What follows belongs to an exercise in optimizing a design on an open flow for small area, a short achievable clock period and few clock cycles per item; a production flow would make more cautious choices.
In this exercise RTL edits were held to simulation tests only and were not proved equivalent to the original.
Power is estimated from default activity; no workload was simulated.

<file path="flow/run.sh">
#!/bin/bash
# synth_recipe.tcl (not shown) runs the flow's synth.tcl, then flattens the netlist and writes it again
# the make line also repeats each setting of config.mk as NAME=value (left out here)
make -C /OpenROAD-flow-scripts/flow DESIGN_CONFIG=/design/flow/config.mk WORK_HOME=/design/flow/orfs CLKGATE_MAP_FILE= SYNTH_SCRIPT=/design/flow/synth_recipe.tcl finish
</file>
<file path="flow/config.mk">
export PLATFORM = sky130hd
export DESIGN_NAME = semi_discrete_ot_averaged_sgd
export DESIGN_NICKNAME = semi_discrete_ot_averaged_sgd
export VERILOG_FILES = /design/flow/design.v
export SDC_FILE = /design/flow/constraint.sdc
export NUM_CORES = 4
export LEC_CHECK = 0
export CAP_MARGIN = 20
export CORE_MARGIN = 2
export CORE_UTILIZATION = 40
export PLACE_DENSITY = 0.6
export SLEW_MARGIN = 20
</file>
<file path="flow/constraint.sdc">
create_clock -name core_clock -period 11.0 [get_ports {clock}]
set_input_delay 2.2000 -clock core_clock [delete_from_list [all_inputs] [get_ports {clock}]]
set_output_delay 2.2000 -clock core_clock [all_outputs]
set_load 0.01 [all_outputs]
</file>
<file path="flow/design.v">
package sdot_pkg;
   localparam int DEF_ROWS        = 16;
   localparam int DEF_MAX_COLUMNS = 1048576;
   localparam int VAL_W  = 32;   
   localparam int GAIN_W = 24;   
   localparam int RIU_W  = 5;    
   localparam int CSR_W  = 24;   
   localparam int IDX_W  = 2;    
   localparam int DIV_W  = 48;   
   localparam int DVR_W  = 24;   
   localparam logic [IDX_W-1:0] CSR_STEP_GAIN   = 2'd0;
   localparam logic [IDX_W-1:0] CSR_ROWS_IN_USE = 2'd1;
endpackage
module sdot_ram #(
   parameter int WIDTH = 32,
   parameter int DEPTH = 16
) (
   input  logic                     clock,
   input  logic                     wr_en,
   input  logic [$clog2(DEPTH)-1:0] wr_addr,
   input  logic [WIDTH-1:0]         wr_data,
   input  logic [$clog2(DEPTH)-1:0] rd_addr,
   output logic [WIDTH-1:0]         rd_data
);
   logic [WIDTH-1:0] mem_ff [DEPTH];
   logic [WIDTH-1:0] rd_data_ff;
   always_ff @(posedge clock) begin
      if (wr_en) begin
         mem_ff[wr_addr] <= wr_data;
      end
      rd_data_ff <= mem_ff[rd_addr];
   end
   assign rd_data = rd_data_ff;
endmodule
import sdot_pkg::*;
module sdot_div (
   input  logic             clock,
   input  logic             reset,
   input  logic             start,
   input  logic [sdot_pkg::DIV_W-1:0] dividend,
   input  logic [sdot_pkg::DVR_W-1:0] divisor,
   output logic             done,
   output logic [sdot_pkg::DIV_W-1:0] quotient
);
   localparam int CNT_W = $clog2(DIV_W);
   logic             busy_ff, busy_in;
   logic             done_ff, done_in;
   logic [CNT_W-1:0] cnt_ff, cnt_in;
   logic [DVR_W-1:0] rem_ff, rem_in;
   logic [DVR_W-1:0] dvs_ff, dvs_in;
   logic [DIV_W-1:0] quo_ff, quo_in;
   logic [DVR_W:0]   rem_sh;
   always_comb begin
      busy_in = busy_ff;
      done_in = 1'b0;
      cnt_in  = cnt_ff;
      rem_in  = rem_ff;
      dvs_in  = dvs_ff;
      quo_in  = quo_ff;
      rem_sh  = {rem_ff, quo_ff[DIV_W-1]};
      if (start) begin
         busy_in = 1'b1;
         cnt_in  = '0;
         rem_in  = '0;
         dvs_in  = divisor;
         quo_in  = dividend;
      end else if (busy_ff) begin
         if (rem_sh >= {1'b0, dvs_ff}) begin
            rem_in = DVR_W'(rem_sh - {1'b0, dvs_ff});
            quo_in = {quo_ff[DIV_W-2:0], 1'b1};
         end else begin
            rem_in = rem_sh[DVR_W-1:0];
            quo_in = {quo_ff[DIV_W-2:0], 1'b0};
         end
         cnt_in = cnt_ff + 1'b1;
         if (cnt_ff == CNT_W'(DIV_W - 1)) begin
            busy_in = 1'b0;
            done_in = 1'b1;
         end
      end
   end
   always_ff @(posedge clock) begin
      if (reset) begin
         busy_ff <= 1'b0;
         done_ff <= 1'b0;
         cnt_ff  <= '0;
      end else begin
         busy_ff <= busy_in;
         done_ff <= done_in;
         cnt_ff  <= cnt_in;
      end
      rem_ff <= rem_in;
      dvs_ff <= dvs_in;
      quo_ff <= quo_in;
   end
   assign done     = done_ff;
   assign quotient = quo_ff;
endmodule
import sdot_pkg::*;
module semi_discrete_ot_averaged_sgd #(
   parameter int ROWS        = sdot_pkg::DEF_ROWS,
   parameter int MAX_COLUMNS = sdot_pkg::DEF_MAX_COLUMNS
) (
   input  logic             clock,
   input  logic             reset,
   input  logic             req_valid,
   output logic             req_stall,
   input  logic [31:0]      req_cost,
   input  logic             req_final_column,
   output logic             rsp_valid,
   input  logic             rsp_stall,
   output logic [3:0]       rsp_potential_index,
   output logic [31:0]      rsp_potential_value,
   output logic             rsp_last_of_run,
   input  logic             csr_write,
   input  logic [sdot_pkg::IDX_W-1:0] csr_index,
   input  logic [sdot_pkg::CSR_W-1:0] csr_data
);
   function automatic logic [31:0] sat32_l(input logic signed [33:0] x);
      if (x > 34'sh0_7FFF_FFFF)       sat32_l = 32'h7FFF_FFFF;
      else if (x < -34'sh0_8000_0000) sat32_l = 32'h8000_0000;
      else                            sat32_l = x[31:0];
   endfunction
   localparam int RW = $clog2(ROWS);          
   localparam int QW = $clog2(ROWS + 1);      
   localparam int NW = $clog2(MAX_COLUMNS);   
   typedef enum logic [3:0] {
      S_ACCEPT, S_CMP, S_MUL, S_DIVN_GO, S_DIVN_WAIT, S_SQRT,
      S_DIVQ_GO, S_DIVQ_WAIT, S_RD, S_UPD, S_AVG_WAIT, S_ERD, S_ELD, S_EOUT
   } state_type;
   state_type             state_ff, state_in;
   logic [GAIN_W-1:0]     gain_ff, gain_in;
   logic [RIU_W-1:0]      riu_ff, riu_in;
   logic [ROWS-1:0]       vld_ff, vld_in;
   logic [RW-1:0]         row_ff, row_in;
   logic [NW-1:0]         col_ff, col_in;
   logic signed [32:0]    min_ff, min_in;
   logic [RW-1:0]         amin_ff, amin_in;
   logic [31:0]           cost_ff, cost_in;
   logic                  fin_ff, fin_in;
   logic [DIV_W-1:0]      prod_ff, prod_in;
   logic [DIV_W-1:0]      sx_ff, sx_in;
   logic [DIV_W-1:0]      sr_ff, sr_in;
   logic [DIV_W-1:0]      sbit_ff, sbit_in;
   logic [4:0]            scnt_ff, scnt_in;
   logic [DVR_W-1:0]      eta_ff, eta_in;
   logic [DVR_W-1:0]      rise_ff, rise_in;
   logic [RW-1:0]         idx_ff, idx_in;
   logic [31:0]           dn_ff, dn_in;
   logic [31:0]           v_ff, v_in;
   logic                  neg_ff, neg_in;
   logic                  rsp_valid_ff, rsp_valid_in;
   logic [31:0]           rsp_value_ff, rsp_value_in;
   logic                  rsp_last_ff, rsp_last_in;
   logic [RW-1:0]         rd_addr;
   logic [31:0]           dp_rdata, av_rdata;
   logic                  wr_en;
   logic [31:0]           dp_wdata, av_wdata;
   logic                  div_start, div_done;
   logic [DIV_W-1:0]      div_dividend, div_quot;
   logic [DVR_W-1:0]      div_divisor;
   logic [7:0]            q8;
   logic [QW-1:0]         q;
   logic [31:0]           d_rd, v_rd;
   logic signed [32:0]    diff_cmp;
   logic [33:0]           dsum;
   logic [31:0]           dnew;
   logic [32:0]           adiff, amag;
   logic [33:0]           step34;
   logic [DIV_W:0]        strial;
   logic                  last_row;
   always_comb begin
      q8 = 8'(riu_ff);
      if (q8 < 8'd2)               q8 = 8'd2;
      else if (q8 > 8'(ROWS))      q8 = 8'(ROWS);
      q = QW'(q8);
   end
   assign d_rd = vld_ff[(state_ff == S_CMP) ? row_ff : idx_ff] ? dp_rdata : 32'd0;
   assign v_rd = vld_ff[idx_ff] ? av_rdata : 32'd0;
   assign diff_cmp = $signed({cost_ff[31], cost_ff}) - $signed({d_rd[31], d_rd});
   assign dsum = {{2{d_rd[31]}}, d_rd} + {10'd0, rise_ff}
                 - ((idx_ff == amin_ff) ? {10'd0, eta_ff} : 34'd0);
   assign dnew = sat32_l($signed(dsum));
   assign adiff = {dnew[31], dnew} - {v_rd[31], v_rd};
   assign amag  = adiff[32] ? (33'd0 - adiff) : adiff;
   assign step34 = neg_ff ? (34'd0 - {1'b0, div_quot[32:0]}) : {1'b0, div_quot[32:0]};
   assign strial   = {1'b0, sx_ff} - ({1'b0, sr_ff} + {1'b0, sbit_ff});
   assign last_row = (8'(idx_ff) + 8'd1) == 8'(q);
   always_comb begin
      state_in     = state_ff;
      gain_in      = gain_ff;
      riu_in       = riu_ff;
      vld_in       = vld_ff;
      row_in       = row_ff;
      col_in       = col_ff;
      min_in       = min_ff;
      amin_in      = amin_ff;
      cost_in      = cost_ff;
      fin_in       = fin_ff;
      prod_in      = prod_ff;
      sx_in        = sx_ff;
      sr_in        = sr_ff;
      sbit_in      = sbit_ff;
      scnt_in      = scnt_ff;
      eta_in       = eta_ff;
      rise_in      = rise_ff;
      idx_in       = idx_ff;
      dn_in        = dn_ff;
      v_in         = v_ff;
      neg_in       = neg_ff;
      rsp_valid_in = rsp_valid_ff;
      rsp_value_in = rsp_value_ff;
      rsp_last_in  = rsp_last_ff;
      rd_addr      = idx_ff;
      wr_en        = 1'b0;
      dp_wdata     = dn_ff;
      av_wdata     = sat32_l($signed({{2{v_ff[31]}}, v_ff} + step34));
      div_start    = 1'b0;
      div_dividend = prod_ff;
      div_divisor  = DVR_W'(col_ff);
      if (csr_write) begin
         case (csr_index)
            CSR_STEP_GAIN:   gain_in = csr_data[GAIN_W-1:0];
            CSR_ROWS_IN_USE: riu_in  = csr_data[RIU_W-1:0];
            default: ;
         endcase
      end
      case (state_ff)
         S_ACCEPT: begin
            rd_addr = row_ff;
            if (req_valid) begin
               cost_in  = req_cost;
               fin_in   = req_final_column;
               state_in = S_CMP;
            end
         end
         S_CMP: begin
            if (row_ff == '0 || diff_cmp < min_ff) begin
               min_in  = diff_cmp;
               amin_in = row_ff;
            end
            if ((8'(row_ff) + 8'd1) < 8'(q)) begin
               row_in   = row_ff + 1'b1;
               state_in = S_ACCEPT;
            end else begin
               row_in = '0;
               if (col_ff < NW'(MAX_COLUMNS - 1)) col_in = col_ff + 1'b1;
               state_in = S_MUL;
            end
         end
         S_MUL: begin
            prod_in  = DIV_W'(gain_ff) * DIV_W'(gain_ff);
            state_in = S_DIVN_GO;
         end
         S_DIVN_GO: begin
            div_start = 1'b1;
            state_in  = S_DIVN_WAIT;
         end
         S_DIVN_WAIT: begin
            if (div_done) begin
               sx_in    = div_quot;
               sr_in    = '0;
               sbit_in  = DIV_W'(1) << (DIV_W - 2);
               scnt_in  = '0;
               state_in = S_SQRT;
            end
         end
         S_SQRT: begin
            if (!strial[DIV_W]) begin
               sx_in = strial[DIV_W-1:0];
               sr_in = (sr_ff >> 1) + sbit_ff;
            end else begin
               sr_in = sr_ff >> 1;
            end
            sbit_in = sbit_ff >> 2;
            scnt_in = scnt_ff + 1'b1;
            if (scnt_ff == 5'(DIV_W / 2 - 1)) begin
               eta_in   = sr_in[DVR_W-1:0];
               state_in = S_DIVQ_GO;
            end
         end
         S_DIVQ_GO: begin
            div_start    = 1'b1;
            div_dividend = DIV_W'(eta_ff);
            div_divisor  = DVR_W'(q);
            state_in     = S_DIVQ_WAIT;
         end
         S_DIVQ_WAIT: begin
            if (div_done) begin
               rise_in  = div_quot[DVR_W-1:0];
               idx_in   = '0;
               state_in = S_RD;
            end
         end
         S_RD: begin
            state_in = S_UPD;
         end
         S_UPD: begin
            dn_in        = dnew;
            v_in         = v_rd;
            neg_in       = adiff[32];
            div_start    = 1'b1;
            div_dividend = DIV_W'(amag);
            state_in     = S_AVG_WAIT;
         end
         S_AVG_WAIT: begin
            if (div_done) begin
               wr_en          = 1'b1;
               vld_in[idx_ff] = 1'b1;
               if (last_row) begin
                  idx_in   = '0;
                  state_in = fin_ff ? S_ERD : S_ACCEPT;
               end else begin
                  idx_in   = idx_ff + 1'b1;
                  state_in = S_RD;
               end
            end
         end
         S_ERD: begin
            state_in = S_ELD;
         end
         S_ELD: begin
            rsp_valid_in = 1'b1;
            rsp_value_in = v_rd;
            rsp_last_in  = last_row;
            state_in     = S_EOUT;
         end
         S_EOUT: begin
            if (!rsp_stall) begin
               rsp_valid_in = 1'b0;
               if (last_row) begin
                  vld_in   = '0;
                  row_in   = '0;
                  col_in   = '0;
                  min_in   = '0;
                  amin_in  = '0;
                  idx_in   = '0;
                  state_in = S_ACCEPT;
               end else begin
                  idx_in   = idx_ff + 1'b1;
                  state_in = S_ERD;
               end
            end
         end
         default: state_in = S_ACCEPT;
      endcase
   end
   always_ff @(posedge clock) begin
      if (reset) begin
         state_ff     <= S_ACCEPT;
         gain_ff      <= GAIN_W'(65536);
         riu_ff       <= RIU_W'(16);
         vld_ff       <= '0;
         row_ff       <= '0;
         col_ff       <= '0;
         min_ff       <= '0;
         amin_ff      <= '0;
         idx_ff       <= '0;
         rsp_valid_ff <= 1'b0;
      end else begin
         state_ff     <= state_in;
         gain_ff      <= gain_in;
         riu_ff       <= riu_in;
         vld_ff       <= vld_in;
         row_ff       <= row_in;
         col_ff       <= col_in;
         min_ff       <= min_in;
         amin_ff      <= amin_in;
         idx_ff       <= idx_in;
         rsp_valid_ff <= rsp_valid_in;
      end
      cost_ff      <= cost_in;
      fin_ff       <= fin_in;
      prod_ff      <= prod_in;
      sx_ff        <= sx_in;
      sr_ff        <= sr_in;
      sbit_ff      <= sbit_in;
      scnt_ff      <= scnt_in;
      eta_ff       <= eta_in;
      rise_ff      <= rise_in;
      dn_ff        <= dn_in;
      v_ff         <= v_in;
      neg_ff       <= neg_in;
      rsp_value_ff <= rsp_value_in;
      rsp_last_ff  <= rsp_last_in;
   end
   sdot_ram #(.WIDTH(32), .DEPTH(ROWS)) u_deflected (
      .clock   (clock),
      .wr_en   (wr_en),
      .wr_addr (idx_ff),
      .wr_data (dp_wdata),
      .rd_addr (rd_addr),
      .rd_data (dp_rdata)
   );
   sdot_ram #(.WIDTH(32), .DEPTH(ROWS)) u_averaged (
      .clock   (clock),
      .wr_en   (wr_en),
      .wr_addr (idx_ff),
      .wr_data (av_wdata),
      .rd_addr (rd_addr),
      .rd_data (av_rdata)
   );
   sdot_div u_div (
      .clock    (clock),
      .reset    (reset),
      .start    (div_start),
      .dividend (div_dividend),
      .divisor  (div_divisor),
      .done     (div_done),
      .quotient (div_quot)
   );
   assign req_stall           = (state_ff != S_ACCEPT);
   assign rsp_valid           = rsp_valid_ff;
   assign rsp_potential_index = 4'(idx_ff);
   assign rsp_potential_value = rsp_value_ff;
   assign rsp_last_of_run     = rsp_last_ff;
endmodule
</file>
==> run notes <==
==> Yosys cell counts, types with 26 or more instances <==
master / n
inv_1: 875
nand4_1: 42
nand2_1: 689
mux2i_1: 40
a21o_1: 160
and2_1: 289
and3_1: 31
ha_1: 469
a211oi_1: 127
nor2_1: 393
o211ai_1: 26
mux4_2: 265
nor3_1: 70
nor2b_1: 37
nand3_1: 75
xnor2_1: 235
edfxtp_1: 1443
o21ai_0: 283
nand2b_1: 58
o21bai_1: 44
or3_1: 38
a31oi_1: 136
xor2_1: 115
o21a_1: 36
clkbuf_1: 274
a21oi_1: 355
buf_1: 41
fa_1: 475
o31ai_1: 38
dfxtp_1: 211
==> report_power, final <==
group | switching, mW | total (mW) | internal, mW | leakage [nW]
combinational | 1.84 | 3.04 | 1.20 | 23.1
clock | 2.59 | 6.06 | 3.47 | 2.89
sequential | 0.212 | 7.48 | 7.27 | 14.6
total | 4.64 | 16.6 | 11.9 | 40.6
==> final timing paths <==
kind | depth (start not counted) | to | from | slack, ns
worst max-delay path | 38 | u_div.quo_ff[30] | state_ff[0] | 0.58
worst min-delay path | 2 | gain_ff[14] | gain_ff[14] | 0.46
worst max register to register | 38 | u_div.quo_ff[30] | state_ff[0] | 0.58
worst min register to register | 2 | gain_ff[14] | gain_ff[14] | 0.46
==> cell type report <==
type | instances | area [um^2] | share of cell area
inverters | 881 | 3320 | 0.0314
diodes | 2 | 5.00 | 0.0000474
repair buffers | 238 | 2100 | 0.0199
flip-flops and latches | 1654 | 47600 | 0.450
clock inverters | 99 | 1140 | 0.0108
well taps | 3150 | 3940 | 0.0373
multi-input cells | 4812 | 42700 | 0.405
clock buffers | 228 | 4800 | 0.0455
==> flip-flops by register name, summed over array words and instances (netlist names), 32 cells and up <==
name	count
rsp_value_ff	32
dn_ff	32
u_deflected.mem_ff	512
sr_ff	48
u_deflected.rd_data_ff	32
sx_ff	48
cost_ff	32
u_averaged.mem_ff	512
u_div.quo_ff	48
prod_ff	47
v_ff	32
min_ff	33
u_averaged.rd_data_ff	32
==> stage by stage <==
| step | hold WS, ns | cell area [um^2] | instances | setup WS [ns] |
|---|---|---|---|---|
| 2_1_floorplan | 0.446 | 94500 | 7666 | 1.14 |
| 3_3_place_gp | 0.448 | 99600 | 10734 | 0.472 |
| 3_5_place_dp | 0.451 | 99600 | 10734 | 0.328 |
| 4_1_cts | 0.459 | 106000 | 11061 | 0.221 |
| 5_1_grt | 0.474 | 106000 | 11063 | 0.0220 |
| 6_report | 0.457 | 106000 | 11064 | 0.583 |
==> worst max-delay path: cells and delay by family (launching register included) <==
kind,cells,cell delay (ns)
mux,2,0.78
compound gates,18,4.95
flops,1,0.33
fa+ha+maj,3,1.05
simple gates,8,1.79
buf+inv,6,1.00
xor+xnor,1,0.16
==> timing repair <==
item / in CTS / in global routing
setup endpoints to repair: 0 / 32
buffers inserted: 0 / 0
resized for setup: 0 / 13
==> logic make-up (layout without fill, tap and decap cells) <==
group	Yosys count	count (layout)	synth area share
DFF	1654	1654	0.503
muxes	317	317	0.0688
and+or+nand+nor	1819	1819	0.0914
AOI/OAI and AO/OA	1382	1382	0.0936
other	0	2	0
adders and majority gates	944	944	0.163
xor gates and xnor gates	350	350	0.0324
buffers and inverters	1200	1446	0.0478
==> routing by layer <==
| layer | part of all wire | track usage | vias to the layer above |
|---|---|---|---|
| li1 | - | - | 27537 |
| met1 | 0.44 | 0.315 | 31349 |
| met4 | 0.026 | 0.0573 | 0 |
| met3 | 0.075 | 0.0347 | 351 |
| met2 | 0.46 | 0.340 | 2247 |
| met5 | 0 | 0 | - |
==> out/qor.csv <==
metric;value;unit
drv_slew;0;
grt_pass1_vias;61568;
fin_tns_setup;0;ns
fillers;21219;
ctsHoldBuffers;0;
avgSynthCellArea;12.3;um^2
final_common_cell;edfxtp_1;
drive_above_1_share;0.0995;
clk_pin_slew_worst_paths;0.06;ns
maxCapViolations;0;
path_class;reg -> reg;
rows;178;
syn_to_final_growth;11.8;%
grt_usage;0.218;
h-tree-depth;4;
cp.required;11.50;ns
place_congestion;0.937;
synth_top_area_frac;0.459;
die_h;490;um
yosys_most_used_dff;edfxtp_1;
vias;61484;
rsz0062_at_grt;false;
setup_viol;0;
end_kind;flop;
first_iter_violations;6274;
min_period_over_period;0.947;
cp_max_fo;18;
clockBufferDepth;3;
syn-cell-area;94500;um^2
grt_first_pass_wirelength;395000;um
period_minus_slack;10.42;ns
grt_max_degree;113;
yosysUniqueCellTypes;93;
async_flop_share;0;
avgViaCountPerCell;5.56;
wl_per_cell;23.9;um
cts_root_buf;clkbuf_16;
fin_skew;0.0575;ns
hold_viol;0;
power.total;16.6;mW
cts_inserted_buffers;176;
ioPinCount;103;
final_cell_mix;edfxtp_1 (1443), inv_1 (872), nand2_1 (688);
globalRouteOverflowTotal;0;
max_freq;96.0;MHz
drc;0;
die_area;240000;um^2
cts_tree;yes;
timing.slew.headroom;0.244;
arrival;10.92;ns
die_w;490;um
start_kind;flop;
synth-warning-count;3;
ant_nets;0;
max-vdd-ir-drop;0.000172;V
status;finished clean;
crit_slowest_cell;o311ai_1;
clk_latency;0.84;ns
syn_inst;7666;
first_pass_iters;6;
tightest_slew;1.13;ns
yosysSeqAreaShare;0.503;
synth_top_area_cell;edfxtp_1;
core-area;235000;um^2
synth_nets;8674;
hp-class;reg -> reg;
nets;8771;
slowest_delay;0.57;ns
cts.sinks;1654;
leakage;40.6;nW
powerDensity;157;nW/um^2
synth_area_leaders;edfxtp_1 (46%), fa_1 (10%), mux4_2 (6.3%);
crit_top_cell;buf_4;
synth-edff-count;1443;
post-route-util;0.449;
dp.final_hpwl;181000;um
numPortBuffers;102;
wirelength;264000;um
initial_core_util;0.402;
antenna_found_initial;13;
synth-seq-cells;1654;
Testbench counts, summed over its fixed seeds: cycles 218,101, columns 374.

## re-timing with driven ports
How much do the figures lean on ideal ports? The routed layout below was timed once more, with nothing changed but the port constraints. Step 1, drivers: a clkbuf_16 drives clock and a buf_2 each remaining input, both assumed. Step 2, shift: input delay + t, output delay - t, t = (earliest + latest rising clock arrival at the registers) / 2. This alone moves slack from input paths to output paths. Three values: ideal ports, drivers, drivers and shift; two values: the first two.
shift t [ns]: 0.909
setup WS [ns]: 0.583 / 0.583 / 0.583
clock arrival spread, ns: 0.062 / 0.062
After both steps this run still meets setup and hold. For this run, drivers alone change the setup slack by 0.000 ns; drivers and shift together by 0.000 ns.
